Source: an optimization exercise on an open RTL-to-GDS flow (aim: small area, a short achievable clock period and few clock cycles per item). Production flows keep margins and buffers that such runs may drop.
The RTL was checked by simulation tests, not by an equivalence proof against the original design.

[flow/run.sh]
#!/bin/bash
# synth_recipe.tcl (not shown) runs the flow's synth.tcl, then flattens the netlist and writes it again
# the make line also repeats each setting of config.mk as NAME=value (left out here)
make -C /OpenROAD-flow-scripts/flow DESIGN_CONFIG=/design/flow/config.mk WORK_HOME=/design/flow/orfs CLKGATE_MAP_FILE= SYNTH_SCRIPT=/design/flow/synth_recipe.tcl finish
[flow/config.mk]
export PLATFORM = sky130hd
export DESIGN_NAME = magnetometer_heading_unpack
export DESIGN_NICKNAME = magnetometer_heading_unpack
export VERILOG_FILES = /design/flow/design.v
export SDC_FILE = /design/flow/constraint.sdc
export NUM_CORES = 4
export LEC_CHECK = 0
export CAP_MARGIN = 20
export CORE_MARGIN = 2
export CORE_UTILIZATION = 60
export SETUP_SLACK_MARGIN = 2.5
export SLEW_MARGIN = 20
[flow/constraint.sdc]
create_clock -name core_clock -period 6.0 [get_ports {clk}]
set_input_delay 1.2000 -clock core_clock [delete_from_list [all_inputs] [get_ports {clk}]]
set_output_delay 1.2000 -clock core_clock [all_outputs]
set_load 0.01 [all_outputs]
[flow/design.v]
`default_nettype none
package mhu_pkg;
    localparam bit PREFIX_ADD = 1'b1;
endpackage
`default_nettype wire
`default_nettype none
module mhu_add
#(
    parameter int W = 8
)
(
    input  wire logic [W-1:0] a,
    input  wire logic [W-1:0] b,
    input  wire logic         cin,
    output logic [W-1:0]      s,
    output logic              z
);
    localparam int LV = (W > 32) ? 6 : (W > 16) ? 5 : (W > 8) ? 4 : (W > 4) ? 3 : (W > 2) ? 2 : 1;
    logic [W-1:0] p0;
    logic [LV:0][W-1:0] g;
    logic [LV:0][W-1:0] p;
    always_comb
    begin
        p0 = a ^ b;
        z = (p0[0] == cin);
        for (int i = 1; i < W; i++)
            z = z & (p0[i] == (a[i-1] | b[i-1]));
        g = '0;
        p = '0;
        s = a + b + W'(cin);
        if (mhu_pkg::PREFIX_ADD)
        begin
        g[0] = a & b;
        g[0][0] = (a[0] & b[0]) | (p0[0] & cin);
        p[0] = p0;
        for (int l = 0; l < LV; l++)
        begin
            for (int i = 0; i < W; i++)
            begin
                if (((i >> l) & 1) != 0)
                begin
                    g[l+1][i] = g[l][i] | (p[l][i] & g[l][((i >> l) << l) - 1]);
                    p[l+1][i] = p[l][i] & p[l][((i >> l) << l) - 1];
                end
                else
                begin
                    g[l+1][i] = g[l][i];
                    p[l+1][i] = p[l][i];
                end
            end
        end
        s[0] = p0[0] ^ cin;
        for (int i = 1; i < W; i++)
            s[i] = p0[i] ^ g[LV][i-1];
        end
    end
endmodule
module mhu_add2c
#(
    parameter int W = 8
)
(
    input  wire logic [W-1:0] a,
    input  wire logic [W-1:0] b,
    input  wire logic         c1,
    input  wire logic         c2,
    output logic [W-1:0]      s,
    output logic              z
);
    logic [W-1:0] ps, pc;
    always_comb
    begin
        ps    = a ^ b;
        ps[0] = a[0] ^ b[0] ^ c2;
        pc    = {a[W-2:0] & b[W-2:0], 1'b0};
        pc[1] = (a[0] & b[0]) | (a[0] & c2) | (b[0] & c2);
    end
    mhu_add #(.W(W)) u_add (.a(ps), .b(pc), .cin(c1), .s(s), .z(z));
endmodule
module mhu_cordic_stage
#(
    parameter int STEP = 0,
    parameter int WXI  = 25,
    parameter int WYI  = 25,
    parameter int WYO  = 25,
    parameter int KE   = 25
)
(
    input  wire logic [WXI-1:0]        x_in,
    input  wire logic signed [WYI-1:0] y_in,
    input  wire logic                  d,
    output logic                       d_out,
    output logic [WXI-1:0]             x_out,
    output logic signed [WYO-1:0]      y_out
);
    localparam int W = ((WXI + 1 > WYI) ? WXI + 1 : WYI) + 1;
    logic signed [W-1:0] xs, ys, dx, dy;
    logic neg, yz;
    logic [KE-1:0] ek;
    logic [WYO-1:0] yb;
    always_comb
    begin
        xs  = $signed({{(W-WXI){1'b0}}, x_in});
        ys  = W'(y_in);
        dx  = ys >>> STEP;
        dy  = xs >>> STEP;
        neg = y_in[WYI-1];
        ek  = dx[KE-1:0] ^ {KE{neg}};
        yb  = dy[WYO-1:0] ^ {WYO{d}};
    end
    mhu_add #(.W(WXI)) u_x (.a(x_in), .b(WXI'(ek)), .cin(neg), .s(x_out), .z());
    mhu_add #(.W(WYO)) u_y (.a(ys[WYO-1:0]), .b(yb), .cin(d), .s(y_out), .z(yz));
    assign d_out = !y_out[WYO-1] && !yz;
endmodule
`default_nettype wire
`default_nettype none
module magnetometer_heading_unpack
(
    input  wire logic              clk,
    input  wire logic              rst_n,
    input  wire logic              in_valid,
    output logic                   in_ready,
    input  wire logic [7:0]        x_high_byte,
    input  wire logic [7:0]        x_low_byte,
    input  wire logic [7:0]        y_high_byte,
    input  wire logic [7:0]        y_low_byte,
    input  wire logic [7:0]        z_high_byte,
    input  wire logic [7:0]        z_low_byte,
    output logic                   out_valid,
    input  wire logic              out_ready,
    output logic signed [15:0]     mag_x,
    output logic signed [15:0]     mag_y,
    output logic signed [15:0]     mag_z,
    output logic [16:0]            heading
);
    logic go;             
    logic ov;             
    logic [14:1] v;       
    assign go = !ov || out_ready;
    logic [15:0] in_x, in_y, in_z, ax, ay;
    logic sx, sy, d_0;
    logic [16:0] x1s, y1p, y1n;
    always_comb begin
        in_x = {x_high_byte, x_low_byte};
        in_y = {y_high_byte, y_low_byte};
        in_z = {z_high_byte, z_low_byte};
        sx = in_x[15];
        sy = in_y[15];
        ax = in_x ^ {16{sx}};    
        ay = in_y ^ {16{sy}};    
        d_0 = sx ? sy : (!sy && (in_y != '0));
    end
    logic y1z;
    mhu_add2c #(.W(17)) u_x1 (.a({1'b0, ax}), .b({1'b0, ay}), .c1(sx), .c2(sy), .s(x1s), .z());
    mhu_add2c #(.W(17)) u_yp (.a({1'b0, ay}), .b({1'b1, ~ax}), .c1(!sx), .c2(sy), .s(y1p), .z(y1z));
    mhu_add2c #(.W(17)) u_yn (.a({1'b0, ax}), .b({1'b1, ~ay}), .c1(!sy), .c2(sx), .s(y1n), .z());
    wire [24:0] c1x_1 = 25'({x1s, 8'd0});
    wire signed [24:0] c1y_1 = 25'({(d_0 ? y1p : y1n), 8'd0});
    wire dn_1 = !c1y_1[24] && !y1z;    
    logic [16:0] r1_x;
    logic signed [16:0] r1_y;
    logic [15:0] r1_mx, r1_my, r1_mz;
    logic r1_dn;    
    logic [0:0] r1_d;
    always_ff @(posedge clk)
        if (go) begin
            r1_x <= c1x_1[24:8];
            r1_y <= c1y_1[24:8];
            r1_dn <= dn_1;
            r1_mx <= in_x; r1_my <= in_y; r1_mz <= in_z;
            r1_d <= {d_0};
        end
    wire [24:0] c2x_1 = {r1_x, 8'd0};
    wire signed [24:0] c2y_1 = {r1_y, 8'd0};
    wire d_1 = r1_dn;
    logic dn_2;
    logic [24:0] c2x_2;
    logic signed [24:0] c2y_2;
    mhu_cordic_stage #(.STEP(1), .WXI(25), .WYI(25), .WYO(25), .KE(23)) u_rot1 (
        .x_in(c2x_1), .y_in(c2y_1), .d(d_1), .d_out(dn_2), .x_out(c2x_2), .y_out(c2y_2));
    logic [17:0] r2_x;
    logic signed [17:0] r2_y;
    logic [15:0] r2_mx, r2_my, r2_mz;
    logic r2_dn;    
    logic [1:0] r2_d;
    always_ff @(posedge clk)
        if (go) begin
            r2_x <= c2x_2[24:7];
            r2_y <= c2y_2[24:7];
            r2_dn <= dn_2;
            r2_mx <= r1_mx; r2_my <= r1_my; r2_mz <= r1_mz;
            r2_d <= {d_1, r1_d};
        end
    wire [24:0] c3x_2 = {r2_x, 7'd0};
    wire signed [24:0] c3y_2 = {r2_y, 7'd0};
    wire d_2 = r2_dn;
    logic dn_3;
    logic [24:0] c3x_3;
    logic signed [23:0] c3y_3;
    mhu_cordic_stage #(.STEP(2), .WXI(25), .WYI(25), .WYO(24), .KE(22)) u_rot2 (
        .x_in(c3x_2), .y_in(c3y_2), .d(d_2), .d_out(dn_3), .x_out(c3x_3), .y_out(c3y_3));
    logic [19:0] r3_x;
    logic signed [18:0] r3_y;
    logic [15:0] r3_mx, r3_my, r3_mz;
    logic r3_dn;    
    logic [2:0] r3_d;
    always_ff @(posedge clk)
        if (go) begin
            r3_x <= c3x_3[24:5];
            r3_y <= c3y_3[23:5];
            r3_dn <= dn_3;
            r3_mx <= r2_mx; r3_my <= r2_my; r3_mz <= r2_mz;
            r3_d <= {d_2, r2_d};
        end
    wire [24:0] c4x_3 = {r3_x, 5'd0};
    wire signed [23:0] c4y_3 = {r3_y, 5'd0};
    wire d_3 = r3_dn;
    logic dn_4;
    logic [24:0] c4x_4;
    logic signed [21:0] c4y_4;
    mhu_cordic_stage #(.STEP(3), .WXI(25), .WYI(24), .WYO(22), .KE(20)) u_rot3 (
        .x_in(c4x_3), .y_in(c4y_3), .d(d_3), .d_out(dn_4), .x_out(c4x_4), .y_out(c4y_4));
    logic [22:0] r4_x;
    logic signed [19:0] r4_y;
    logic [15:0] r4_mx, r4_my, r4_mz;
    logic r4_dn;    
    logic [3:0] r4_d;
    always_ff @(posedge clk)
        if (go) begin
            r4_x <= c4x_4[24:2];
            r4_y <= c4y_4[21:2];
            r4_dn <= dn_4;
            r4_mx <= r3_mx; r4_my <= r3_my; r4_mz <= r3_mz;
            r4_d <= {d_3, r3_d};
        end
    wire [24:0] c5x_4 = {r4_x, 2'd0};
    wire signed [21:0] c5y_4 = {r4_y, 2'd0};
    wire d_4 = r4_dn;
    logic dn_5;
    logic [24:0] c5x_5;
    logic signed [21:0] c5y_5;
    mhu_cordic_stage #(.STEP(4), .WXI(25), .WYI(22), .WYO(22), .KE(17)) u_rot4 (
        .x_in(c5x_4), .y_in(c5y_4), .d(d_4), .d_out(dn_5), .x_out(c5x_5), .y_out(c5y_5));
    logic [24:0] r5_x;
    logic signed [21:0] r5_y;
    logic [15:0] r5_mx, r5_my, r5_mz;
    logic r5_dn;    
    logic [4:0] r5_d;
    always_ff @(posedge clk)
        if (go) begin
            r5_x <= c5x_5[24:0];
            r5_y <= c5y_5[21:0];
            r5_dn <= dn_5;
            r5_mx <= r4_mx; r5_my <= r4_my; r5_mz <= r4_mz;
            r5_d <= {d_4, r4_d};
        end
    wire [24:0] c6x_5 = r5_x;
    wire signed [21:0] c6y_5 = r5_y;
    wire d_5 = r5_dn;
    logic dn_6;
    logic [24:0] c6x_6;
    logic signed [20:0] c6y_6;
    mhu_cordic_stage #(.STEP(5), .WXI(25), .WYI(22), .WYO(21), .KE(16)) u_rot5 (
        .x_in(c6x_5), .y_in(c6y_5), .d(d_5), .d_out(dn_6), .x_out(c6x_6), .y_out(c6y_6));
    logic [24:0] r6_x;
    logic signed [20:0] r6_y;
    logic [15:0] r6_mx, r6_my, r6_mz;
    logic r6_dn;    
    logic [5:0] r6_d;
    always_ff @(posedge clk)
        if (go) begin
            r6_x <= c6x_6[24:0];
            r6_y <= c6y_6[20:0];
            r6_dn <= dn_6;
            r6_mx <= r5_mx; r6_my <= r5_my; r6_mz <= r5_mz;
            r6_d <= {d_5, r5_d};
        end
    wire [24:0] c7x_6 = r6_x;
    wire signed [20:0] c7y_6 = r6_y;
    wire d_6 = r6_dn;
    logic dn_7;
    logic [24:0] c7x_7;
    logic signed [19:0] c7y_7;
    mhu_cordic_stage #(.STEP(6), .WXI(25), .WYI(21), .WYO(20), .KE(14)) u_rot6 (
        .x_in(c7x_6), .y_in(c7y_6), .d(d_6), .d_out(dn_7), .x_out(c7x_7), .y_out(c7y_7));
    logic [24:0] r7_x;
    logic signed [19:0] r7_y;
    logic [15:0] r7_mx, r7_my, r7_mz;
    logic r7_dn;    
    logic [6:0] r7_d;
    always_ff @(posedge clk)
        if (go) begin
            r7_x <= c7x_7[24:0];
            r7_y <= c7y_7[19:0];
            r7_dn <= dn_7;
            r7_mx <= r6_mx; r7_my <= r6_my; r7_mz <= r6_mz;
            r7_d <= {d_6, r6_d};
        end
    wire [24:0] c8x_7 = r7_x;
    wire signed [19:0] c8y_7 = r7_y;
    wire d_7 = r7_dn;
    logic dn_8;
    logic [24:0] c8x_8;
    logic signed [18:0] c8y_8;
    mhu_cordic_stage #(.STEP(7), .WXI(25), .WYI(20), .WYO(19), .KE(12)) u_rot7 (
        .x_in(c8x_7), .y_in(c8y_7), .d(d_7), .d_out(dn_8), .x_out(c8x_8), .y_out(c8y_8));
    logic [24:0] r8_x;
    logic signed [18:0] r8_y;
    logic [15:0] r8_mx, r8_my, r8_mz;
    logic r8_dn;    
    logic [7:0] r8_d;
    always_ff @(posedge clk)
        if (go) begin
            r8_x <= c8x_8[24:0];
            r8_y <= c8y_8[18:0];
            r8_dn <= dn_8;
            r8_mx <= r7_mx; r8_my <= r7_my; r8_mz <= r7_mz;
            r8_d <= {d_7, r7_d};
        end
    wire [24:0] c9x_8 = r8_x;
    wire signed [18:0] c9y_8 = r8_y;
    wire d_8 = r8_dn;
    logic dn_9;
    logic [24:0] c9x_9;
    logic signed [17:0] c9y_9;
    mhu_cordic_stage #(.STEP(8), .WXI(25), .WYI(19), .WYO(18), .KE(10)) u_rot8 (
        .x_in(c9x_8), .y_in(c9y_8), .d(d_8), .d_out(dn_9), .x_out(c9x_9), .y_out(c9y_9));
    logic [24:0] r9_x;
    logic signed [17:0] r9_y;
    logic [15:0] r9_mx, r9_my, r9_mz;
    logic r9_dn;    
    logic [8:0] r9_d;
    always_ff @(posedge clk)
        if (go) begin
            r9_x <= c9x_9[24:0];
            r9_y <= c9y_9[17:0];
            r9_dn <= dn_9;
            r9_mx <= r8_mx; r9_my <= r8_my; r9_mz <= r8_mz;
            r9_d <= {d_8, r8_d};
        end
    wire [24:0] c10x_9 = r9_x;
    wire signed [17:0] c10y_9 = r9_y;
    wire d_9 = r9_dn;
    logic dn_10;
    logic [24:0] c10x_10;
    logic signed [16:0] c10y_10;
    mhu_cordic_stage #(.STEP(9), .WXI(25), .WYI(18), .WYO(17), .KE(8)) u_rot9 (
        .x_in(c10x_9), .y_in(c10y_9), .d(d_9), .d_out(dn_10), .x_out(c10x_10), .y_out(c10y_10));
    logic [24:0] r10_x;
    logic signed [16:0] r10_y;
    logic [15:0] r10_mx, r10_my, r10_mz;
    logic r10_dn;    
    logic [9:0] r10_d;
    always_ff @(posedge clk)
        if (go) begin
            r10_x <= c10x_10[24:0];
            r10_y <= c10y_10[16:0];
            r10_dn <= dn_10;
            r10_mx <= r9_mx; r10_my <= r9_my; r10_mz <= r9_mz;
            r10_d <= {d_9, r9_d};
        end
    wire [24:0] c11x_10 = r10_x;
    wire signed [16:0] c11y_10 = r10_y;
    wire d_10 = r10_dn;
    logic dn_11;
    logic [24:0] c11x_11;
    logic signed [15:0] c11y_11;
    mhu_cordic_stage #(.STEP(10), .WXI(25), .WYI(17), .WYO(16), .KE(6)) u_rot10 (
        .x_in(c11x_10), .y_in(c11y_10), .d(d_10), .d_out(dn_11), .x_out(c11x_11), .y_out(c11y_11));
    logic [24:0] r11_x;
    logic signed [15:0] r11_y;
    logic [15:0] r11_mx, r11_my, r11_mz;
    logic r11_dn;    
    logic [10:0] r11_d;
    always_ff @(posedge clk)
        if (go) begin
            r11_x <= c11x_11[24:0];
            r11_y <= c11y_11[15:0];
            r11_dn <= dn_11;
            r11_mx <= r10_mx; r11_my <= r10_my; r11_mz <= r10_mz;
            r11_d <= {d_10, r10_d};
        end
    wire [24:0] c12x_11 = r11_x;
    wire signed [15:0] c12y_11 = r11_y;
    wire d_11 = r11_dn;
    logic dn_12;
    logic [24:0] c12x_12;
    logic signed [14:0] c12y_12;
    mhu_cordic_stage #(.STEP(11), .WXI(25), .WYI(16), .WYO(15), .KE(4)) u_rot11 (
        .x_in(c12x_11), .y_in(c12y_11), .d(d_11), .d_out(dn_12), .x_out(c12x_12), .y_out(c12y_12));
    logic [24:0] r12_x;
    logic signed [14:0] r12_y;
    logic [15:0] r12_mx, r12_my, r12_mz;
    logic r12_dn;    
    logic [11:7] r12_d;
    logic signed [25:0] r12_p;
    logic signed [25:0] p1;
    logic signed [25:0] pa0;
    always_comb
        case ({r11_d[2], r11_d[1], r11_d[0], r11_mx[15]})
            4'd0: pa0 = -26'sd6545688;
            4'd1: pa0 = 26'sd5250792;
            4'd2: pa0 = -26'sd647448;
            4'd3: pa0 = 26'sd11149032;
            4'd4: pa0 = -26'sd3063754;
            4'd5: pa0 = 26'sd8732726;
            4'd6: pa0 = 26'sd2834486;
            4'd7: pa0 = 26'sd14630966;
            4'd8: pa0 = -26'sd4705930;
            4'd9: pa0 = 26'sd7090550;
            4'd10: pa0 = 26'sd1192310;
            4'd11: pa0 = 26'sd12988790;
            4'd12: pa0 = -26'sd1223996;
            4'd13: pa0 = 26'sd10572484;
            4'd14: pa0 = 26'sd4674244;
            default: pa0 = 26'sd16470724;
        endcase
    logic signed [25:0] pa1;
    always_comb
        case ({r11_d[6], r11_d[5], r11_d[4], r11_d[3]})
            4'd0: pa1 = 26'sd0;
            4'd1: pa1 = 26'sd933890;
            4'd2: pa1 = 26'sd468758;
            4'd3: pa1 = 26'sd1402648;
            4'd4: pa1 = 26'sd234608;
            4'd5: pa1 = 26'sd1168498;
            4'd6: pa1 = 26'sd703366;
            4'd7: pa1 = 26'sd1637256;
            4'd8: pa1 = 26'sd117332;
            4'd9: pa1 = 26'sd1051222;
            4'd10: pa1 = 26'sd586090;
            4'd11: pa1 = 26'sd1519980;
            4'd12: pa1 = 26'sd351940;
            4'd13: pa1 = 26'sd1285830;
            4'd14: pa1 = 26'sd820698;
            default: pa1 = 26'sd1754588;
        endcase
    assign p1 = pa0 + pa1;
    always_ff @(posedge clk)
        if (go) begin
            r12_x <= c12x_12[24:0];
            r12_y <= c12y_12[14:0];
            r12_dn <= dn_12;
            r12_mx <= r11_mx; r12_my <= r11_my; r12_mz <= r11_mz;
            r12_p <= p1;
            r12_d <= {d_11, r11_d[10:7]};
        end
    wire [24:0] c13x_12 = r12_x;
    wire signed [14:0] c13y_12 = r12_y;
    wire d_12 = r12_dn;
    logic dn_13;
    logic [24:0] c13x_13;
    logic signed [13:0] c13y_13;
    mhu_cordic_stage #(.STEP(12), .WXI(25), .WYI(15), .WYO(14), .KE(2)) u_rot12 (
        .x_in(c13x_12), .y_in(c13y_12), .d(d_12), .d_out(dn_13), .x_out(c13x_13), .y_out(c13y_13));
    logic [24:0] r13_x;
    logic signed [13:0] r13_y;
    logic [15:0] r13_mx, r13_my, r13_mz;
    logic r13_dn;    
    logic [12:11] r13_d;
    logic signed [25:0] r13_p;
    logic signed [25:0] p2;
    logic signed [25:0] pb0;
    always_comb
        case ({r12_d[10], r12_d[9], r12_d[8], r12_d[7]})
            4'd0: pb0 = 26'sd0;
            4'd1: pb0 = 26'sd58670;
            4'd2: pb0 = 26'sd29336;
            4'd3: pb0 = 26'sd88006;
            4'd4: pb0 = 26'sd14668;
            4'd5: pb0 = 26'sd73338;
            4'd6: pb0 = 26'sd44004;
            4'd7: pb0 = 26'sd102674;
            4'd8: pb0 = 26'sd7334;
            4'd9: pb0 = 26'sd66004;
            4'd10: pb0 = 26'sd36670;
            4'd11: pb0 = 26'sd95340;
            4'd12: pb0 = 26'sd22002;
            4'd13: pb0 = 26'sd80672;
            4'd14: pb0 = 26'sd51338;
            default: pb0 = 26'sd110008;
        endcase
    assign p2 = r12_p + pb0;
    always_ff @(posedge clk)
        if (go) begin
            r13_x <= c13x_13[24:0];
            r13_y <= c13y_13[13:0];
            r13_dn <= dn_13;
            r13_mx <= r12_mx; r13_my <= r12_my; r13_mz <= r12_mz;
            r13_p <= p2;
            r13_d <= {d_12, r12_d[11]};
        end
    wire [24:0] c14x_13 = r13_x;
    wire signed [13:0] c14y_13 = r13_y;
    wire d_13 = r13_dn;
    logic dn_14;
    logic [24:0] c14x_14;
    logic signed [12:0] c14y_14;
    mhu_cordic_stage #(.STEP(13), .WXI(25), .WYI(14), .WYO(13), .KE(1)) u_rot13 (
        .x_in(c14x_13), .y_in(c14y_13), .d(d_13), .d_out(dn_14), .x_out(c14x_14), .y_out(c14y_14));
    logic [24:0] r14_x;
    logic signed [12:0] r14_y;
    logic [15:0] r14_mx, r14_my, r14_mz;
    logic r14_dn;    
    logic d13_r14;
    logic signed [25:0] r14_tp;    
    logic signed [25:0] tp;
    logic signed [25:0] pc0;
    always_comb
        case ({d_13, r13_d[12], r13_d[11]})
            3'd0: pc0 = 26'sd0;
            3'd1: pc0 = 26'sd3666;
            3'd2: pc0 = 26'sd1834;
            3'd3: pc0 = 26'sd5500;
            3'd4: pc0 = 26'sd916;
            3'd5: pc0 = 26'sd4582;
            3'd6: pc0 = 26'sd2750;
            default: pc0 = 26'sd6416;
        endcase
    assign tp = r13_p + pc0;
    always_ff @(posedge clk)
        if (go) begin
            r14_x <= c14x_14[24:0];
            r14_y <= c14y_14[12:0];
            r14_dn <= dn_14;
            r14_mx <= r13_mx; r14_my <= r13_my; r14_mz <= r13_mz;
            d13_r14 <= d_13;
            r14_tp <= tp;
        end
    wire [24:0] c15x_14 = r14_x;
    wire signed [12:0] c15y_14 = r14_y;
    wire d_14 = r14_dn;
    logic dn_15;
    logic [24:0] c15x_15;
    logic signed [11:0] c15y_15;
    mhu_cordic_stage #(.STEP(14), .WXI(25), .WYI(13), .WYO(12), .KE(1)) u_rot14 (
        .x_in(c15x_14), .y_in(c15y_14), .d(d_14), .d_out(dn_15), .x_out(c15x_15), .y_out(c15y_15));
    logic signed [25:0] tc0, tc1, tc2, tc3;
    logic signed [17:0] s0, s1;
    logic [16:0] h_next;
    logic zero, up;
    always_comb begin
        tc0 = r14_tp + (d_14 ? 26'sd458 : 26'sd0);
        tc1 = r14_tp + (d_14 ? 26'sd714 : 26'sd256);
        tc2 = r14_tp + (d_14 ? 26'sd23593418 : 26'sd23592960);
        tc3 = r14_tp + (d_14 ? 26'sd23593674 : 26'sd23593216);
        s0 = tc0[25:8];
        s1 = tc1[25:8];
        zero = (r14_mx == '0) && (r14_my == '0);
        up = dn_15 && (tc0[7:0] >= 8'd26);
        if (zero) h_next = '0;
        else if (up) h_next = s1[17] ? tc3[24:8] : tc1[24:8];
        else h_next = s0[17] ? tc2[24:8] : tc0[24:8];
    end
    logic [15:0] o_x, o_y, o_z;
    logic [16:0] o_h;
    always_ff @(posedge clk or negedge rst_n)
        if (!rst_n) begin
            v  <= '0;
            ov <= 1'b0;
        end else if (go) begin
            v  <= {v[13:1], in_valid};
            ov <= v[14];
        end
    always_ff @(posedge clk)
        if (go) begin
            o_x <= r14_mx; o_y <= r14_my; o_z <= r14_mz; o_h <= h_next;
        end
    assign in_ready  = go;
    assign out_valid = ov;
    assign mag_x     = $signed(o_x);
    assign mag_y     = $signed(o_y);
    assign mag_z     = $signed(o_z);
    assign heading   = o_h;
endmodule
`default_nettype wire
==> summary.txt, run 1 <==
* Status: no timing/DRC/antenna violations
* Gpl congestion at 0.8595
* WL/cell at 18.70 um
* Filler Cells Inserted at 9427
* Initial Util at 60.34%
* Worst-margin pin slew at 1084 ps
* Clk latency of the worst-skew pair at 820 ps
* DRC Markers at 0
* DR pass1 iterations at 5
* CTS Sinks at 1528
* Root buffer cell: clkbuf_16
* Final Core Density at 68.83%
* Final-report setup violation count at 0
* Initial antenna violation count at 1
* Cell variety after synth at 84
* Critical Path Sink: o_h[10]
* Hold_buf cts at 0
* Die W at 369.9 um
* Top-level I/O count at 119
* Worst Hold Class: reg2reg
* Via/cell ratio at 5.369
* Hold Fails Final Rpt at 0
* Async SR Flop Fraction at 0.9817%
* CTS buffer count at 160
* RR Endpoint: o_h[10]
* Total Nets Final at 7396
* Final WL at 156.9 mm
* Chip Height at 369.9 um
* Vias at 45040
* Max_cap viols at 0
* Most common library cell in the layout ignoring fill and taps: edfxtp_1
* Overall die area at 136800 um^2
* Synth Flop Type: edfxtp_1
* Max clock buf depth at 3
* Post-Syn Area at 80330 um^2
* Sequential share of the synthesized area at 56.38%
* CTS tree: yes
* Setup crit start: r14_dn
* First-pass GRT wire length at 245.8 mm
* Area growth, synth to finish at 14.07%
* Worst Reg2Reg Path Length in Cells at 13
* DP HPWL at 114.6 mm
* Fin crit share at 58.14%
* Max Clk Rate at 0.2866 GHz
* I/O Buffers at 118
* Minimum clock period after layout at 3489 ps
* Crit-path max FO at 10
* TNS Setup at 0 ps
* Core Rows at 134
* Critical Path Start Type: register
* Commonest non-fill, non-tap cells in the layout: 1461 x edfxtp_1, 730 x ha_1, 719 x inv_1
* Max-slew headroom at 25.69%
* Synthesized net count at 7061
* R2R Setup Slk at 2510 ps
* Worst Setup End Kind: register
* Clock skew at 51.16 ps
* Critical path required time at 6660 ps
* WS Path Type: reg2reg
* RSZ-0062 raised after global routing: yes
* GRT overflow at 0
* Largest net degree at the start of global routing at 211
* Layout cells sized above 1 at 9.680%
* CP arrival at 4140 ps
* GRT Total Usage at 23.06%
* Mapped Cells at 6159
* Syn avg cell area at 13.04 um^2
* Synth warnings at 29
* Initial DRC count at 2695
* Core ar. at 133100 um^2
* Vias in the first global route at 45080
* # H-tree levels at 4
* Reg clk slew, reported paths at 60 ps
* #FFs+latches synth at 1528
* Post-synth EDFFs at 1461
* Slew Viols, Final at 0
* RR Startpoint: r14_dn
* Post-detailed-route count of antenna-violating nets at 0
* # diodes at 0
[synth_stat cells (all sizes together), types with 10 or more instances]
cell type	instances	area (um^2)
a211o	12	105.1
a211oi	29	217.7
a21boi	19	142.6
a21o	74	555.5
a21oi	208	1041
a31o	10	87.58
a31oi	25	156.4
and2	28	175.2
and3	43	269.0
and4	17	151.4
buf	28	118.9
clkbuf	59	221.5
dfrtp	15	375.4
dfxtp	52	1041
edfxtp	1461	43870
fa	102	2042
ha	748	9359
inv	722	2710
mux2	21	236.5
mux2i	49	490.5
nand2	210	788.3
nand2b	54	337.8
nand3	104	520.5
nand4	67	419.2
nor2	262	983.4
nor2b	50	312.8
nor3	86	430.4
nor4	53	337.8
o211ai	23	172.7
o21a	63	480.5
o21ai	157	785.8
o21bai	24	180.2
or2	22	137.6
or3	15	93.84
xnor2	478	4194
xor2	642	5623
[flip-flops by register name (all words and copies together), names as in the netlist, 20 cells and up]
signal / count
r5_x: 25
r12_x: 25
r12_p: 25
r6_x: 25
r8_x: 25
r10_x: 25
r4_x: 23
r9_x: 25
r14_tp: 25
r4_y: 20
r6_y: 21
r13_x: 25
r13_p: 25
r3_x: 20
r5_y: 22
r7_x: 25
r11_x: 25
pa1: 20
r7_y: 20
[how the worst min path moves through the flow]
| stage | start | to | cells after the start |
|---|---|---|---|
| 2_1_floorplan | r14_mz[0] | o_z[0] | 0 |
| 3_3_place_gp | r4_mz[0] | r5_mz[0] | 0 |
| 3_5_place_dp | r14_mz[15] | o_z[15] | 0 |
| 4_1_cts | r6_mx[15] | r7_mx[15] | 0 |
| 5_1_grt | r6_mx[15] | r7_mx[15] | 0 |
| 6_report | r6_mx[15] | r7_mx[15] | 0 |
[logic make-up (layout without fill, tap and decap cells)]
family	count (synthesis)	count (layout)	synth area share, %
fa+ha+maj	852	852	14.22
simple gates	1037	1037	6.436
buf+inv	810	1273	3.802
flops	1528	1528	56.38
xor+xnor	1120	1120	12.22
compound gates	742	742	6.037
mux	70	70	0.9050
[layout make-up]
class	instances	area, um^2	area share, %
Clock buffer	188	4139	4.517
Clock inverter	102	1274	1.390
Inverter	723	2718	2.966
Multi-Input combinational cell	3821	33450	36.51
Sequential cell	1528	45290	49.42
Tap cell	1768	2212	2.414
Timing Repair Buffer	260	2551	2.784
[metrics by stage]
step | instances | setup slack [ps] | hold slack, ps | instance area (um^2)
after detailed placement | 7997 | 779.4 | 404.5 | 83770
final | 8390 | 2511 | 373.6 | 91630
after CTS | 8355 | 2429 | 375.9 | 90450
after global placement | 7997 | 685.3 | 400.4 | 83770
after global routing | 8390 | 2386 | 382.5 | 91630
after floorplan | 6159 | -18430 | 400.3 | 80360
[worst max-delay path, cell delays in order (launching register included)]
cell      delay [ps]
edfxtp_1         400
buf_6            150
buf_12           140
xor2_4           170
inv_2             60
ha_4             220
a2111o_1         420
a31oi_2          180
o21ai_2           90
and4_4           220
o21a_4           270
or4_4            480
a2111o_1         450
o21ai_2           80
[routing by layer]
| layer | vias to the layer above | track usage, % | part of all wire (%) |
|---|---|---|---|
| met1 | 21860 | 31.31 | 45 |
| met4 | 0 | 6.215 | 2.3 |
| li1 | 22200 | - | - |
| met2 | 734 | 39.05 | 49 |
| met5 | - | 0 | 0 |
| met3 | 248 | 3.264 | 3.5 |
[timing repair]
| item | 4_1_cts | 5_1_grt |
|---|---|---|
| setup endpoints to repair | 179 | 126 |
| gates cloned | 0 | 2 |
| buffers inserted | 68 | 32 |
| resized for setup | 162 | 175 |
| hold endpoints to repair | 0 | 0 |
| pin swaps | 32 | 59 |
Testbench counts, summed over its fixed seeds: cycles 16,120, items 16,000.
==> inputs of run 2 (changes only) <==
--- a/flow/config.mk
+++ b/flow/config.mk
@@ -8,5 +8,8 @@
 export CAP_MARGIN = 20
 export CORE_MARGIN = 2
 export CORE_UTILIZATION = 60
-export SETUP_SLACK_MARGIN = 2.5
+export CTS_BUF_LIST = sky130_fd_sc_hd__clkbuf_16
+export CTS_CLUSTER_DIAMETER = 80
+export CTS_CLUSTER_SIZE = 25
+export SETUP_SLACK_MARGIN = 2.8
 export SLEW_MARGIN = 20
==> run 2 against run 1 <==
Synthesized cell count is the same; cell count increased by 0.60%; worst setup slack better by 29 ps; count of clock-buffer cells in the layout down 103; die area unchanged; sequential share of layout area is 0.98 points lower; area after synthesis unchanged; cell area up 2.0%; register-to-register slack better by 30 ps; sequential cell count is the same; critical path type unchanged.
==> summary.txt, run 2 <==
* Status: no timing/DRC/antenna violations (unchanged)
* Post-detailed-route count of antenna-violating nets at 0 (unchanged)
* RR Endpoint: o_h[10] (unchanged)
* Via/cell ratio at 5.409 (was 5.369)
* #FFs+latches synth at 1528 (unchanged)
* Commonest non-fill, non-tap cells in the layout: 1461 x edfxtp_1, 721 x inv_1, 643 x ha_1 (was 1461 x edfxtp_1, 730 x ha_1, 719 x inv_1)
* Max clock buf depth at 3 (unchanged)
* Met2 Use GR at 39.86% (was 39.05%)
* DR pass1 iterations at 5 (unchanged)
* Layout cells sized above 1 at 15.90% (was 9.680%)
* Largest net degree at the start of global routing at 211 (unchanged)
* # H-tree levels at 3 (was 4)
* I/O Buffers at 118 (unchanged)
* Post-Syn Area at 80330 um^2 (unchanged)
* Core ar. at 133100 um^2 (unchanged)
* GRT overflow at 0 (unchanged)
* Yosys top cell by area: edfxtp_1 (unchanged)
* Design area at 93480 um^2 (was 91630 um^2)
* First-pass GRT wire length at 247.6 mm (was 245.8 mm)
* Vias in the first global route at 45290 (was 45080)
* CTS tree: yes (unchanged)
* Initial antenna violation count at 1 (unchanged)
* Hold_buf cts at 0 (unchanged)
* Die W at 369.9 um (unchanged)
* Count leader, synth: edfxtp_1 (unchanged)
* Synth warnings at 29 (unchanged)
* Commonest cells in the netlist: 1461 x edfxtp_1, 748 x ha_1, 722 x inv_1, 642 x xor2_1, 477 x xnor2_1 (unchanged)
* Worst-margin pin slew at 1067 ps (was 1084 ps)
* CTS Sinks at 1528 (unchanged)
* Crit-path max FO at 5 (was 10)
* Critical path required time at 6490 ps (was 6660 ps)
* Critical Path Start Type: register (unchanged)
* HP Start: r7_d[1] (was r6_mx[15])
* RR Startpoint: r14_dn (unchanged)
* Worst Hold Path EP: r8_d[1] (was r7_mx[15])
* Worst Reg2Reg Path Length in Cells at 14 (was 13)
* Max_cap viols at 0 (unchanged)
* Buf/Inv on CP at 4 (was 3)
* Synth Flop Type: edfxtp_1 (unchanged)
* DP Area at 83770 um^2 (unchanged)
* Sequential share of the synthesized area at 56.38% (unchanged)
* Area growth, synth to finish at 16.38% (was 14.07%)
* CTS buffer count at 85 (was 160)
* DRC Markers at 0 (unchanged)
* Overall die area at 136800 um^2 (unchanged)
* Reg clk slew, reported paths at 90 ps (was 60 ps)
* Gpl congestion at 0.8595 (unchanged)
* TNS Setup at 0 ps (unchanged)
* Final WL at 160.6 mm (was 156.9 mm)
* Max Clk Rate at 0.2891 GHz (was 0.2866 GHz)
* Slew Viols, Final at 0 (unchanged)
* Core Rows at 134 (unchanged)
* DP HPWL at 114.6 mm (unchanged)
* Cell variety after synth at 84 (unchanged)
* Max-slew headroom at 28.87% (was 25.69%)
* WS Path Type: reg2reg (unchanged)
* Total Nets Final at 7510 (was 7396)
* CP arrival at 3950 ps (was 4140 ps)
* WL/cell at 19.03 um (was 18.70 um)
* Clock skew at 40.51 ps (was 51.16 ps)
* RSZ-0062 raised after global routing: yes (unchanged)
* Syn avg cell area at 13.04 um^2 (unchanged)
* Synthesized net count at 7061 (unchanged)
* Final-report setup violation count at 0 (unchanged)
* Crit path max-delay family: compound AO/OA/AOI/OAI gates (unchanged)
* Hold path depth at 0 (unchanged)
* Worst Hold Class: reg2reg (unchanged)
* Most common library cell in the layout ignoring fill and taps: edfxtp_1 (unchanged)
* GRT Total Usage at 23.09% (was 23.06%)
* Worst Setup End Kind: register (unchanged)
* Post-synth top area share at 54.62% (unchanged)
* Fin crit share at 57.65% (was 58.14%)
* Initial DRC count at 2889 (was 2695)
* Async SR Flop Fraction at 0.9817% (unchanged)
* GR Layer Usage met1 at 31.62% (was 31.31%)
* R2R Setup Slk at 2540 ps (was 2510 ps)
* Slowest cell on the critical path: a311o_1 (was or4_4)
* CP max stage delay at 450 ps (was 480 ps)
* Chip Height at 369.9 um (unchanged)
* Post-synth EDFFs at 1461 (unchanged)
* # diodes at 0 (unchanged)
* Hold Fails Final Rpt at 0 (unchanged)
* Met3 Use GR at 2.463% (was 3.264%)
* Most Used Layer, Global Route: met2 (unchanged)
* Top-level I/O count at 119 (unchanged)
* Top post-synthesis cells by area: edfxtp_1 55%, ha_1 12%, xor2_1 7.0% (unchanged)
* Initial Util at 60.34% (unchanged)
* Mapped Cells at 6159 (unchanged)
* Clk latency of the worst-skew pair at 740 ps (was 820 ps)
* Minimum clock period after layout at 3459 ps (was 3489 ps)
* Vias at 45650 (was 45040)
* Critical Path, Cell by Cell: buf_6 > xor2_4 > inv_2 > ha_4 > a2111o_1 > a31oi_2 > o21ai_2 > a311o_1 > o22ai_4 > buf_6 > o211ai_1 > buf_4 > a21oi_4 > o21ai_2 (was buf_6 > buf_12 > xor2_4 > inv_2 > ha_4 > a2111o_1 > a31oi_2 > o21ai_2 > and4_4 > o21a_4 > or4_4 > a2111o_1 > o21ai_2)
* Root buffer cell: clkbuf_16 (unchanged)
## run 2: cell counts after synthesis
Identical to the previous run, type by type.
## run 2: layer usage
| layer | part of all wire (%) | up-vias |
|---|---|---|
| met3 | 3.4 | 180 |
| met4 | 1.9 | 0 |
| met5 | 0 | - |
| met1 | 45 | 22480 |
| met2 | 50 | 671 |
| li1 | - | 22320 |
## run 2: logic make-up (layout without fill, tap and decap cells)
kind of cell / after synthesis / in the layout / share of synthesized area, %
AOI/OAI and AO/OA: 742 / 743 / 6.037
xor gates and xnor gates: 1120 / 1120 / 12.22
adders and majority gates: 852 / 852 / 14.22
buffers and inverters: 810 / 1322 / 3.802
DFF: 1528 / 1528 / 56.38
muxes: 70 / 70 / 0.9050
and+or+nand+nor: 1037 / 1037 / 6.436
## run 2: repair_timing
| item | CTS | global route |
|---|---|---|
| resized for setup | 545 | 366 |
| cloned | 3 | 2 |
| pin swaps | 156 | 178 |
| endpoints found under the setup margin | 490 | 480 |
| setup buffers | 197 | 89 |
## run 2: metrics by stage
step / util (%) / setup WS (ps) / std cells / hold slack [ps]
2_1_floorplan: - / -18430 / 6159 / 400.3
3_3_place_gp: 62.92 / 685.3 / 7997 / 400.4
3_5_place_dp: 62.93 / 779.4 / 7997 / 404.5
4_1_cts: 68.24 / 2651 / 8348 / 391.3
5_1_grt: 70.22 / 2462 / 8440 / 410.7
6_report: 70.22 / 2541 / 8440 / 401.0
## run 2: cell type report
cell class / count / area, um^2
flip-flops and latches: 1528 / 45290
repair buffers: 448 / 4265
clock buffers: 85 / 2127
clock inverters: 66 / 800.8
well taps: 1768 / 2212
multi-input cells: 3822 / 36070
fillers: 9201 / 39640
inverters: 723 / 2721
## run 2: worst max path at each step
stage,from,to,cells after the start
after floorplan,out_ready,o_h[0],6
after global placement,x_high_byte[7],r1_y[15],13
after detailed placement,x_high_byte[7],r1_y[15],13
after CTS,x_high_byte[7],r1_y[15],14
after global routing,x_high_byte[7],r1_y[15],14
final,r14_dn,o_h[10],14
==> inputs of run 3 (changes only) <==
--- a/flow/config.mk
+++ b/flow/config.mk
@@ -7,9 +7,9 @@
 export LEC_CHECK = 0
 export CAP_MARGIN = 20
 export CORE_MARGIN = 2
-export CORE_UTILIZATION = 60
+export CORE_UTILIZATION = 50
 export CTS_BUF_LIST = sky130_fd_sc_hd__clkbuf_16
 export CTS_CLUSTER_DIAMETER = 80
 export CTS_CLUSTER_SIZE = 25
-export SETUP_SLACK_MARGIN = 2.8
+export SETUP_SLACK_MARGIN = 2.5
 export SLEW_MARGIN = 20
==> run 3 against run 2 <==
Still clean; cell area fell by 3.5%; global-route usage down 3.9 points; sequential cell count is the same; count of clock-buffer cells in the layout is 7 higher; critical path depth is the same; area after synthesis stayed put; worst hold slack got worse by 22 ps; die area rose by 20%; utilization fell by 14 points.
==> summary.txt, run 3 <==
* Status: no timing/DRC/antenna violations (unchanged)
* Top post-synthesis cells by area: edfxtp_1 55%, ha_1 12%, xor2_1 7.0% (unchanged)
* CP max stage delay at 390 ps (was 450 ps)
* Clock skew at 67.41 ps (was 40.51 ps)
* Cell variety after synth at 84 (unchanged)
* Mapped Cells at 6159 (unchanged)
* Critical Path Start Type: input port (was register)
* DP HPWL at 116.5 mm (was 114.6 mm)
* Crit-path max FO at 5 (unchanged)
* Hold path depth at 0 (unchanged)
* I/O Buffers at 118 (unchanged)
* RSZ-0062 raised after global routing: yes (unchanged)
* Filler Cells Inserted at 13160 (was 9201)
* Post-synth top area share at 54.62% (unchanged)
* Synth warnings at 29 (unchanged)
* Worst Setup End Kind: register (unchanged)
* Count leader, synth: edfxtp_1 (unchanged)
* Slowest cell on the critical path: fa_2 (was a311o_1)
* Async SR Flop Fraction at 0.9817% (unchanged)
* Footprint of the multi-input gates at 33680 um^2 (was 36070 um^2)
* Total Nets Final at 7363 (was 7510)
* GRT overflow at 0 (unchanged)
* Clk latency of the worst-skew pair at 750 ps (was 740 ps)
* Minimum clock period after layout at 3519 ps (was 3459 ps)
* Post-detailed-route count of antenna-violating nets at 0 (unchanged)
* #FFs+latches synth at 1528 (unchanged)
* Most used cell, CP: a21o_1
* Largest net degree at the start of global routing at 207 (was 211)
* Via/cell ratio at 5.126 (was 5.409)
* Sequential share of the synthesized area at 56.38% (unchanged)
* R2R Setup Slk at 2540 ps (about the same)
* Buf/Inv on CP at 2 (was 4)
* WL/cell at 18.31 um (was 19.03 um)
* CTS Sinks at 1528 (unchanged)
* WS Path Type: in2reg (was reg2reg)
* XOR/XNOR share of the synthesized area at 12.22% (unchanged)
* Post-Syn Area at 80330 um^2 (unchanged)
* Vias in the first global route at 43610 (was 45290)
* RR Endpoint: o_h[10] (unchanged)
* CTS buffer count at 92 (was 85)
* Critical Path, Cell by Cell: buf_12 > xnor2_4 > xor2_2 > ha_2 > fa_2 > a21o_1 > a21o_1 > a2111oi_4 > buf_4 > o211ai_1 > a31o_2 > a21oi_2 > xnor2_1 > mux2i_1 (was buf_6 > xor2_4 > inv_2 > ha_4 > a2111o_1 > a31oi_2 > o21ai_2 > a311o_1 > o22ai_4 > buf_6 > o211ai_1 > buf_4 > a21oi_4 > o21ai_2)
* First-pass GRT wire length at 244.9 mm (was 247.6 mm)
* Post-synthesis compound-gate area fraction at 6.037% (unchanged)
* Synth Area in Simple Gates at 6.436% (unchanged)
* Max Clk Rate at 0.2841 GHz (was 0.2891 GHz)
* Synth Flop Type: edfxtp_1 (unchanged)
* Max clock buf depth at 3 (unchanged)
* Root buffer cell: clkbuf_16 (unchanged)
* Final-report setup violation count at 0 (unchanged)
* Syn avg cell area at 13.04 um^2 (unchanged)
* GRT Total Usage at 19.19% (was 23.09%)
* TNS Setup at 0 ps (unchanged)
* Initial Util at 50.20% (was 60.34%)
* Hold Fails Final Rpt at 0 (unchanged)
* Overall die area at 163900 um^2 (was 136800 um^2)
* Commonest cells in the netlist: 1461 x edfxtp_1, 748 x ha_1, 722 x inv_1, 642 x xor2_1, 477 x xnor2_1 (unchanged)
* Register area at 45290 um^2 (unchanged)
* DR pass1 iterations at 5 (unchanged)
* Largest family of logic cells by synthesized area: adder cells (unchanged)
* Worst Hold Class: reg2reg (unchanged)
* Crit path max-delay family: compound AO/OA/AOI/OAI gates (unchanged)
* Worst-margin pin slew at 1198 ps (was 1067 ps)
* Core ar. at 160000 um^2 (was 133100 um^2)
* Top-level I/O count at 119 (unchanged)
* HP Start: r2_mx[15] (was r7_d[1])
* Core Rows at 147 (was 134)
* Max_cap viols at 0 (unchanged)
* Initial antenna violation count at 3 (was 1)
* Synth Area in Adders at 14.22% (unchanged)
* Worst Reg2Reg Path Length in Cells at 14 (unchanged)
* Area growth, synth to finish at 12.31% (was 16.38%)
* Worst Hold Path EP: r3_mx[15] (was r8_d[1])
* CTS tree: yes (unchanged)
* Reg clk slew, reported paths at 90 ps (about the same)
* Chip Height at 404.8 um (was 369.9 um)
* Fin crit share at 58.66% (was 57.65%)
* Critical path required time at 6430 ps (was 6490 ps)
* CP arrival at 3950 ps (about the same)
* Synthesized net count at 7061 (unchanged)
* RR Startpoint: r14_dn (unchanged)
* Yosys top cell by area: edfxtp_1 (unchanged)
* Commonest non-fill, non-tap cells in the layout: 1461 x edfxtp_1, 724 x inv_1, 721 x ha_1 (was 1461 x edfxtp_1, 721 x inv_1, 643 x ha_1)
* Vias at 44150 (was 45650)
* Layout cells sized above 1 at 9.379% (was 15.90%)
* Post-synth EDFFs at 1461 (unchanged)
* Max-slew headroom at 20.12% (was 28.87%)
* Most common library cell in the layout ignoring fill and taps: edfxtp_1 (unchanged)
* # H-tree levels at 3 (unchanged)
* Slew Viols, Final at 0 (unchanged)
* Mux cell area share after synthesis at 0.9050% (unchanged)
* Initial DRC count at 2547 (was 2889)
* Gpl congestion at 0.8631 (was 0.8595)
* DRC Markers at 0 (unchanged)
* Die W at 404.8 um (was 369.9 um)
* Final WL at 157.7 mm (was 160.6 mm)
-- run 3: area by class of cell --
class | instances | area share [%]
timing repair inverter | 1 | 0.005548
tap | 2086 | 2.893
timing repair buffer | 294 | 3.166
antenna | 2 | 0.005548
inverter | 723 | 3.016
sequential | 1528 | 50.20
multi-input combinational | 3821 | 37.33
clock inverter | 66 | 0.8321
clock buffer | 92 | 2.552
-- run 3: per-layer routing --
layer,up-vias,track usage (%),wire length (um)
met2,489,32.92,77590
met1,21400,25.42,70430
li1,22050,-,-
met4,0,6.245,5479
met3,214,2.226,4241
met5,-,0,0
-- run 3: worst max-delay path by stage --
stage,start,endpoint,slack [ps],cells past startpoint
after CTS,out_ready,in_ready,2340,5
after detailed placement,x_high_byte[7],r1_x[15],570,14
after global routing,r14_dn,o_h[10],2430,13
final,x_high_byte[7],r1_y[15],2480,14
after floorplan,out_ready,o_h[0],-18430,6
after global placement,x_high_byte[7],r1_x[15],590,14
-- run 3: cell families (layout without fill, tap and decap cells) --
| logic type | after synthesis | count (layout) |
|---|---|---|
| AO/OA/AOI/OAI | 742 | 742 |
| buffers and inverters | 810 | 1176 |
| flip-flops | 1528 | 1528 |
| multiplexers | 70 | 70 |
| AND/OR/NAND/NOR | 1037 | 1037 |
| XOR/XNOR | 1120 | 1120 |
| adder cells (fa/ha/maj) | 852 | 852 |
| other | 0 | 2 |
-- run 3: timing repair --
item                        CTS  global route
pin swaps                    39            87
gates cloned                  3             1
gates resized for setup     199           193
hold buffers                  0             0
buffers inserted             81            48
setup endpoints to repair  1051           150
-- run 3: worst reg2reg max path: cells and delay by family (launching register included) --
kind                       cells  cell delay, ps
buffers and inverters          4             500
xor gates and xnor gates       2             300
AOI/OAI and AO/OA              4            1060
and+or+nand+nor                3             800
DFF                            1             410
adders and majority gates      1             210
-- run 3: per-stage QoR --
step | cells | setup slack, ps | hold WS (ps) | utilization (%) | instance area [um^2]
6_report | 8613 | 2481 | 379.0 | 56.38 | 90220
5_1_grt | 8612 | 2431 | 388.4 | 56.38 | 90210
3_5_place_dp | 8320 | 565.9 | 404.5 | 52.61 | 84180
4_1_cts | 8562 | 2336 | 371.6 | 55.55 | 88890
2_1_floorplan | 6159 | -18430 | 400.3 | - | 80360
3_3_place_gp | 8320 | 588.3 | 400.2 | 52.61 | 84180
==> inputs of run 4 (changes only) <==
--- a/flow/config.mk
+++ b/flow/config.mk
@@ -7,9 +7,10 @@
 export LEC_CHECK = 0
 export CAP_MARGIN = 20
 export CORE_MARGIN = 2
-export CORE_UTILIZATION = 50
+export CORE_UTILIZATION = 60
 export CTS_BUF_LIST = sky130_fd_sc_hd__clkbuf_16
 export CTS_CLUSTER_DIAMETER = 80
 export CTS_CLUSTER_SIZE = 25
+export PLACE_DENSITY = 0.75
 export SETUP_SLACK_MARGIN = 2.5
 export SLEW_MARGIN = 20
==> run 4 against run 3 <==
Via count increased by 1.6%; count of clock-buffer cells in the layout fell by 5; register-to-register slack worse by 60 ps; clock skew fell by 7.2 ps; global-route usage grew 3.2 points; area after synthesis is the same; synthesized cell count is the same; critical endpoint unchanged; highest routed layer unchanged.
==> summary.txt, run 4 <==
* # diodes at 0 (was 2)
* Max Clk Rate at 0.2822 GHz (was 0.2841 GHz)
* GRT overflow at 0 (unchanged)
* Worst-margin pin slew at 1088 ps (was 1198 ps)
* WL/cell at 18.62 um (was 18.31 um)
* First-pass GRT wire length at 239.5 mm (was 244.9 mm)
* Worst Setup End Kind: register (unchanged)
* Hold Fails Final Rpt at 0 (unchanged)
* Final WL at 153.6 mm (was 157.7 mm)
* Gpl congestion at 0.8999 (was 0.8631)
* Cell variety after synth at 84 (unchanged)
* #FFs+latches synth at 1528 (unchanged)
* Clk latency of the worst-skew pair at 760 ps (was 750 ps)
* RSZ-0062 raised after global routing: yes (unchanged)
* Commonest non-fill, non-tap cells in the layout: 1461 x edfxtp_1, 721 x inv_1, 718 x ha_1 (was 1461 x edfxtp_1, 724 x inv_1, 721 x ha_1)
* Max-slew headroom at 25.37% (was 20.12%)
* DRC Markers at 0 (unchanged)
* TNS Setup at 0 ps (unchanged)
* Met2 Use GR at 38.72% (was 32.92%)
* Area growth, synth to finish at 11.14% (was 12.31%)
* Sequential share of the synthesized area at 56.38% (unchanged)
* Post-synth EDFFs at 1461 (unchanged)
* Post-Syn Area at 80330 um^2 (unchanged)
* Synthesized net count at 7061 (unchanged)
* Core Rows at 134 (was 147)
* Via/cell ratio at 5.438 (was 5.126)
* Synth warnings at 29 (unchanged)
* Vias in the first global route at 44650 (was 43610)
* CTS buffer count at 86 (was 92)
* Chip Height at 369.9 um (was 404.8 um)
* Yosys top cell by area: edfxtp_1 (unchanged)
* Initial DRC count at 3067 (was 2547)
* Layout cells sized above 1 at 8.716% (was 9.379%)
* Top-level I/O count at 119 (unchanged)
* Mapped Cells at 6159 (unchanged)
* GRT Total Usage at 22.34% (was 19.19%)
* Post-synth top area share at 54.62% (unchanged)
* CP arrival at 4010 ps (was 3950 ps)
* Largest net degree at the start of global routing at 225 (was 207)
* Filler Cells Inserted at 9600 (was 13160)
* Met3 Use GR at 2.420% (was 2.226%)
* Clock skew at 60.16 ps (was 67.41 ps)
* Initial Util at 60.34% (was 50.20%)
* CTS Sinks at 1528 (unchanged)
* Critical Path Start Type: input port (unchanged)
* Post-detailed-route count of antenna-violating nets at 0 (unchanged)
* Hold WS at 386.6 ps (was 379.0 ps)
* Synth Flop Type: edfxtp_1 (unchanged)
* Status: no timing/DRC/antenna violations (unchanged)
* Worst Hold Class: reg2reg (unchanged)
* Reg clk slew, reported paths at 90 ps (about the same)
* Total Nets Final at 7333 (was 7363)
* Final-report setup violation count at 0 (unchanged)
* Initial antenna violation count at 0 (was 3)
* Slew Viols, Final at 0 (unchanged)
* Vias at 44860 (was 44150)
* GR Layer Usage met1 at 29.50% (was 25.42%)
* Critical path required time at 6470 ps (was 6430 ps)
* Core ar. at 133100 um^2 (was 160000 um^2)
* Syn avg cell area at 13.04 um^2 (unchanged)
* WS Path Type: in2reg (unchanged)
* Overall die area at 136800 um^2 (was 163900 um^2)
* Most Used Layer, Global Route: met2 (unchanged)
* I/O Buffers at 118 (unchanged)
* Crit-path max FO at 3 (was 5)
* Count leader, synth: edfxtp_1 (unchanged)
* Async SR Flop Fraction at 0.9817% (unchanged)
* Max_cap viols at 0 (unchanged)
* CTS tree: yes (unchanged)
* Fin crit share at 59.06% (was 58.66%)
* # H-tree levels at 3 (unchanged)
* Top post-synthesis cells by area: edfxtp_1 55%, ha_1 12%, xor2_1 7.0% (unchanged)
* Max clock buf depth at 3 (unchanged)
* DP HPWL at 112.8 mm (was 116.5 mm)
* Die W at 369.9 um (was 404.8 um)
* Root buffer cell: clkbuf_16 (unchanged)
* Commonest cells in the netlist: 1461 x edfxtp_1, 748 x ha_1, 722 x inv_1, 642 x xor2_1, 477 x xnor2_1 (unchanged)
* DR pass1 iterations at 5 (unchanged)
* Most common library cell in the layout ignoring fill and taps: edfxtp_1 (unchanged)
* Minimum clock period after layout at 3543 ps (was 3519 ps)
## run 4: worst max-delay path, cell delays in order
cell and delay [ps]:
clkdlybuf4s15_2 260, xor2_4 200, ha_4 230, fa_2 350
a21o_1 190, a21o_1 220, a2111oi_4 380, buf_4 190
o211ai_1 130, a31o_2 310, a21oi_2 140, xnor2_1 130
mux2i_1 80
## run 4: routing by layer
layer	share of wire, %	wire, um	up-vias
li1	-	-	22010
met1	44	67150	21920
met2	50	76670	730
met3	3.5	5334	208
met4	2.9	4459	0
met5	0	0	-
## run 4: kinds of logic (layout without fill, tap and decap cells)
logic type / after synthesis / in the layout / share of synthesized area, %
XOR/XNOR: 1120 / 1120 / 12.22
AND/OR/NAND/NOR: 1037 / 1037 / 6.436
buffers and inverters: 810 / 1133 / 3.802
flip-flops: 1528 / 1528 / 56.38
adder cells (fa/ha/maj): 852 / 852 / 14.22
AO/OA/AOI/OAI: 742 / 742 / 6.037
multiplexers: 70 / 70 / 0.9050
## run 4: repair_timing
item / in CTS / in global routing
cloned: 1 / 0
pin swaps: 38 / 82
endpoints found under the setup margin: 353 / 293
resized for setup: 167 / 191
buffers inserted: 66 / 47
hold buffers: 0 / 0
## run 4: path summary, 6_finish.rpt
kind / startpoint / endpoint / slack, ps / depth (start not counted)
min: r4_mx[13] / r5_mx[13] / 390 / 0
max in group asynchronous: rst_n / v[7] / 4730 / 1
min in group asynchronous: rst_n / v[12] / 850 / 1
min reg2reg: r4_mx[13] / r5_mx[13] / 390 / 0
max: y_low_byte[1] / r1_y[15] / 2460 / 13
max reg2reg: r14_dn / o_h[10] / 2480 / 13
## run 4: final cells by class
cell class	instances	area (um^2)	area share, %
clock buffers	87	2177	2.439
clock inverters	52	701.9	0.7862
inverters	723	2718	3.044
multi-input cells	3821	33550	37.58
flip-flops and latches	1528	45290	50.73
well taps	1768	2212	2.478
repair buffers	271	2631	2.947
## run 4: through the flow
| stage | setup slack, ps | instances | instance area (um^2) | utilization (%) |
|---|---|---|---|---|
| global placement | 562.8 | 7996 | 83760 | 62.92 |
| CTS | 2424 | 8202 | 87890 | 66.02 |
| finish | 2457 | 8250 | 89280 | 67.07 |
| detailed placement | 587.3 | 7996 | 83760 | 62.92 |
| global route | 2340 | 8250 | 89280 | 67.07 |
| floorplan | -18430 | 6159 | 80360 | - |
==> inputs of run 5 (changes only) <==
--- a/flow/config.mk
+++ b/flow/config.mk
@@ -11,6 +11,5 @@
 export CTS_BUF_LIST = sky130_fd_sc_hd__clkbuf_16
 export CTS_CLUSTER_DIAMETER = 80
 export CTS_CLUSTER_SIZE = 25
-export PLACE_DENSITY = 0.75
 export SETUP_SLACK_MARGIN = 2.5
 export SLEW_MARGIN = 20
==> run 5 against run 4 <==
Wire length increased by 0.26%; critical endpoint is now r3_dn; via count decreased by 0.84%; highest routed layer unchanged; critical path type is now reg2reg; die area unchanged.
==> summary.txt, run 5 <==
* Status: no timing/DRC/antenna violations (unchanged)
* WS Path Type: reg2reg (was in2reg)
* First-pass GRT wire length at 240.4 mm (was 239.5 mm)
* Mapped Cells at 6159 (unchanged)
* Total Nets Final at 7331 (was 7333)
* DP HPWL at 114.6 mm (was 112.8 mm)
* Layout cells sized above 1 at 8.655% (was 8.716%)
* CP arrival at 3990 ps (was 4010 ps)
* Clock skew at 40.46 ps (was 60.16 ps)
* Fin crit share at 58.71% (was 59.06%)
* Max-slew headroom at 28.65% (was 25.37%)
* Clk latency of the worst-skew pair at 730 ps (was 760 ps)
* Count leader, synth: edfxtp_1 (unchanged)
* Die W at 369.9 um (unchanged)
* Post-synth EDFFs at 1461 (unchanged)
* Post-detailed-route count of antenna-violating nets at 0 (unchanged)
* I/O Buffers at 118 (unchanged)
* Async SR Flop Fraction at 0.9817% (unchanged)
* Synth warnings at 29 (unchanged)
* Synth Flop Type: edfxtp_1 (unchanged)
* Initial Util at 60.34% (unchanged)
* Gpl congestion at 0.8595 (was 0.8999)
* Commonest cells in the netlist: 1461 x edfxtp_1, 748 x ha_1, 722 x inv_1, 642 x xor2_1, 477 x xnor2_1 (unchanged)
* Max clock buf depth at 3 (unchanged)
* Hold path depth at 0 (unchanged)
* Most common library cell in the layout ignoring fill and taps: edfxtp_1 (unchanged)
* Top-level I/O count at 119 (unchanged)
* Via/cell ratio at 5.385 (was 5.438)
* Dpl ws at 779.4 ps (was 587.3 ps)
* Initial DRC count at 2723 (was 3067)
* WL/cell at 18.64 um (was 18.62 um)
* #FFs+latches synth at 1528 (unchanged)
* Final worst slack at 2477 ps (was 2457 ps)
* # diodes at 0 (unchanged)
* Vias in the first global route at 43840 (was 44650)
* Max Clk Rate at 0.2839 GHz (was 0.2822 GHz)
* Worst Setup End Kind: register (unchanged)
* Worst Reg2Reg Path Length in Cells at 12 (was 13)
* Critical path required time at 6460 ps (was 6470 ps)
* CTS buffer count at 85 (was 86)
* Core ar. at 133100 um^2 (unchanged)
* Critical Path Start Type: register (was input port)
* DR pass1 iterations at 6 (was 5)
* Final WL at 154.0 mm (was 153.6 mm)
* Setup crit start: r2_dn (was y_low_byte[1])
* Yosys top cell by area: edfxtp_1 (unchanged)
* Design area at 89370 um^2 (was 89280 um^2)
* Minimum clock period after layout at 3523 ps (was 3543 ps)
* Post-Syn Area at 80330 um^2 (unchanged)
* Chip Height at 369.9 um (unchanged)
* GRT Total Usage at 22.42% (was 22.34%)
* RR Startpoint: r2_dn (was r14_dn)
* Hold Fails Final Rpt at 0 (unchanged)
* DP Area at 83770 um^2 (was 83760 um^2)
* Commonest non-fill, non-tap cells in the layout: 1461 x edfxtp_1, 737 x inv_1, 717 x ha_1 (was 1461 x edfxtp_1, 721 x inv_1, 718 x ha_1)
* CTS Sinks at 1528 (unchanged)
* Hold WS at 402.7 ps (was 386.6 ps)
* Worst Hold Class: reg2reg (unchanged)
* Largest net degree at the start of global routing at 211 (was 225)
* Final-report setup violation count at 0 (unchanged)
* Footprint of the multi-input gates at 33660 um^2 (was 33550 um^2)
* CTS tree: yes (unchanged)
* Worst-margin pin slew at 1070 ps (was 1088 ps)
* Overall die area at 136800 um^2 (unchanged)
* Root buffer cell: clkbuf_16 (unchanged)
* Syn avg cell area at 13.04 um^2 (unchanged)
* Reg clk slew, reported paths at 100 ps (was 90 ps)
* Initial antenna violation count at 1 (was 0)
* # H-tree levels at 3 (unchanged)
* RSZ-0062 raised after global routing: yes (unchanged)
* Top post-synthesis cells by area: edfxtp_1 55%, ha_1 12%, xor2_1 7.0% (unchanged)
* TNS Setup at 0 ps (unchanged)
* GRT overflow at 0 (unchanged)
* Post-synth top area share at 54.62% (unchanged)
* Core Rows at 134 (unchanged)
* Filler Cells Inserted at 9692 (was 9600)
* DRC Markers at 0 (unchanged)
* Crit-path max FO at 4 (was 3)
* Synthesized net count at 7061 (unchanged)
* Vias at 44490 (was 44860)
* Slew Viols, Final at 0 (unchanged)
* Register area at 45290 um^2 (unchanged)
* HP Start: r7_d[1] (was r4_mx[13])
* Sequential share of the synthesized area at 56.38% (unchanged)
* Max_cap viols at 0 (unchanged)
* Hold_buf cts at 0 (unchanged)
* Area growth, synth to finish at 11.26% (was 11.14%)
* Cell variety after synth at 84 (unchanged)
## run 5: cell counts after synthesis
Identical to the previous run, type by type.
## run 5: logic make-up (layout without fill, tap and decap cells)
family          Yosys count  count (layout)  share of synthesized area, %
buf+inv                 810            1144                         3.802
simple gates           1037            1037                         6.436
fa+ha+maj               852             852                         14.22
compound gates          742             742                         6.037
flops                  1528            1528                         56.38
mux                      70              70                        0.9050
xor+xnor               1120            1120                         12.22
## run 5: layout make-up
class	instances	area share, %
Sequential cell	1528	50.67
Clock inverter	66	0.8960
Inverter	723	3.045
Clock buffer	85	2.380
Tap cell	1768	2.475
Timing Repair Buffer	270	2.867
Multi-Input combinational cell	3821	37.66
## run 5: final timing paths
| kind | endpoint | slack [ps] |
|---|---|---|
| max | r3_dn | 2480 |
| min | r8_d[1] | 400 |
| max reg2reg | r3_dn | 2480 |
| min reg2reg | r8_d[1] | 400 |
| max in group asynchronous | v[11] | 4700 |
| min in group asynchronous | v[10] | 880 |
## run 5: repair_timing
| action | CTS | global route |
|---|---|---|
| pin swaps | 43 | 66 |
| buffers inserted | 71 | 40 |
| setup endpoints to repair | 181 | 219 |
| cloned | 0 | 1 |
| gates resized for setup | 174 | 198 |
## run 5: layer usage
metal,vias up,global-route usage [%],share of wire (%)
li1,22000,-,-
met1,21740,31.10,46
met2,589,38.35,49
met3,155,2.264,3.1
met4,0,5.105,1.8
met5,-,0,0
## run 5: metrics by stage
step | util (%) | std cells
after global routing | 67.14 | 8261
after detailed placement | 62.93 | 7997
final | 67.14 | 8261
after CTS | 66.10 | 8219
after global placement | 62.92 | 7997
after floorplan | - | 6159
## run 5: worst max-delay path: stages (launching register included)
cell      delay (ps)
edfxtp_1         560
xor2_1           270
inv_1            110
ha_4             260
ha_4             150
a31o_4           230
a21oi_4          190
o21ai_4           90
or4_4            530
a41o_4           260
o41ai_4          330
xnor2_2          190
a31oi_1           80

static timing again, ports no longer ideal:
No port has a modelled driver above. Below, the same layouts with a new extraction and two added sets of constraints.
Step 1 assumes that a clkbuf_16 drives the clock port and a buf_2 every other input.
Step 2 times the ports against the registers' clock, not the clock port: input delays grow and output delays shrink by t, the midpoint of the rising clock arrivals with the driver on.
Three values: no drivers, after step 1, after step 2; two values: the first two.
run | t, ns | slack for setup (ns) | worst hold slack (ns) | worst data-port slew with drivers (ns) | cell pins on the clock port's net
run 1 | 0.871 | 2.511 / 2.511 / 1.767 | 0.374 / 0.374 / 0.374 | 0.16 | 1
run 2 | 0.794 | 2.541 / 2.541 / 1.781 | 0.401 / 0.401 / 0.401 | 0.17 | 1
run 3 | 0.795 | 2.481 / 2.507 / 1.712 | 0.379 / 0.379 / 0.379 | 0.13 | 1
run 4 | 0.816 | 2.457 / 2.482 / 1.673 | 0.387 / 0.387 / 0.387 | 0.12 | 1
run 5 | 0.790 | 2.477 / 2.477 / 1.797 | 0.403 / 0.403 / 0.403 | 0.15 | 1
After both steps setup and hold are still met in every run listed. The setup slack of run 4, which loses most, moves by +0.025 ns with the drivers and by -0.784 ns with both steps.
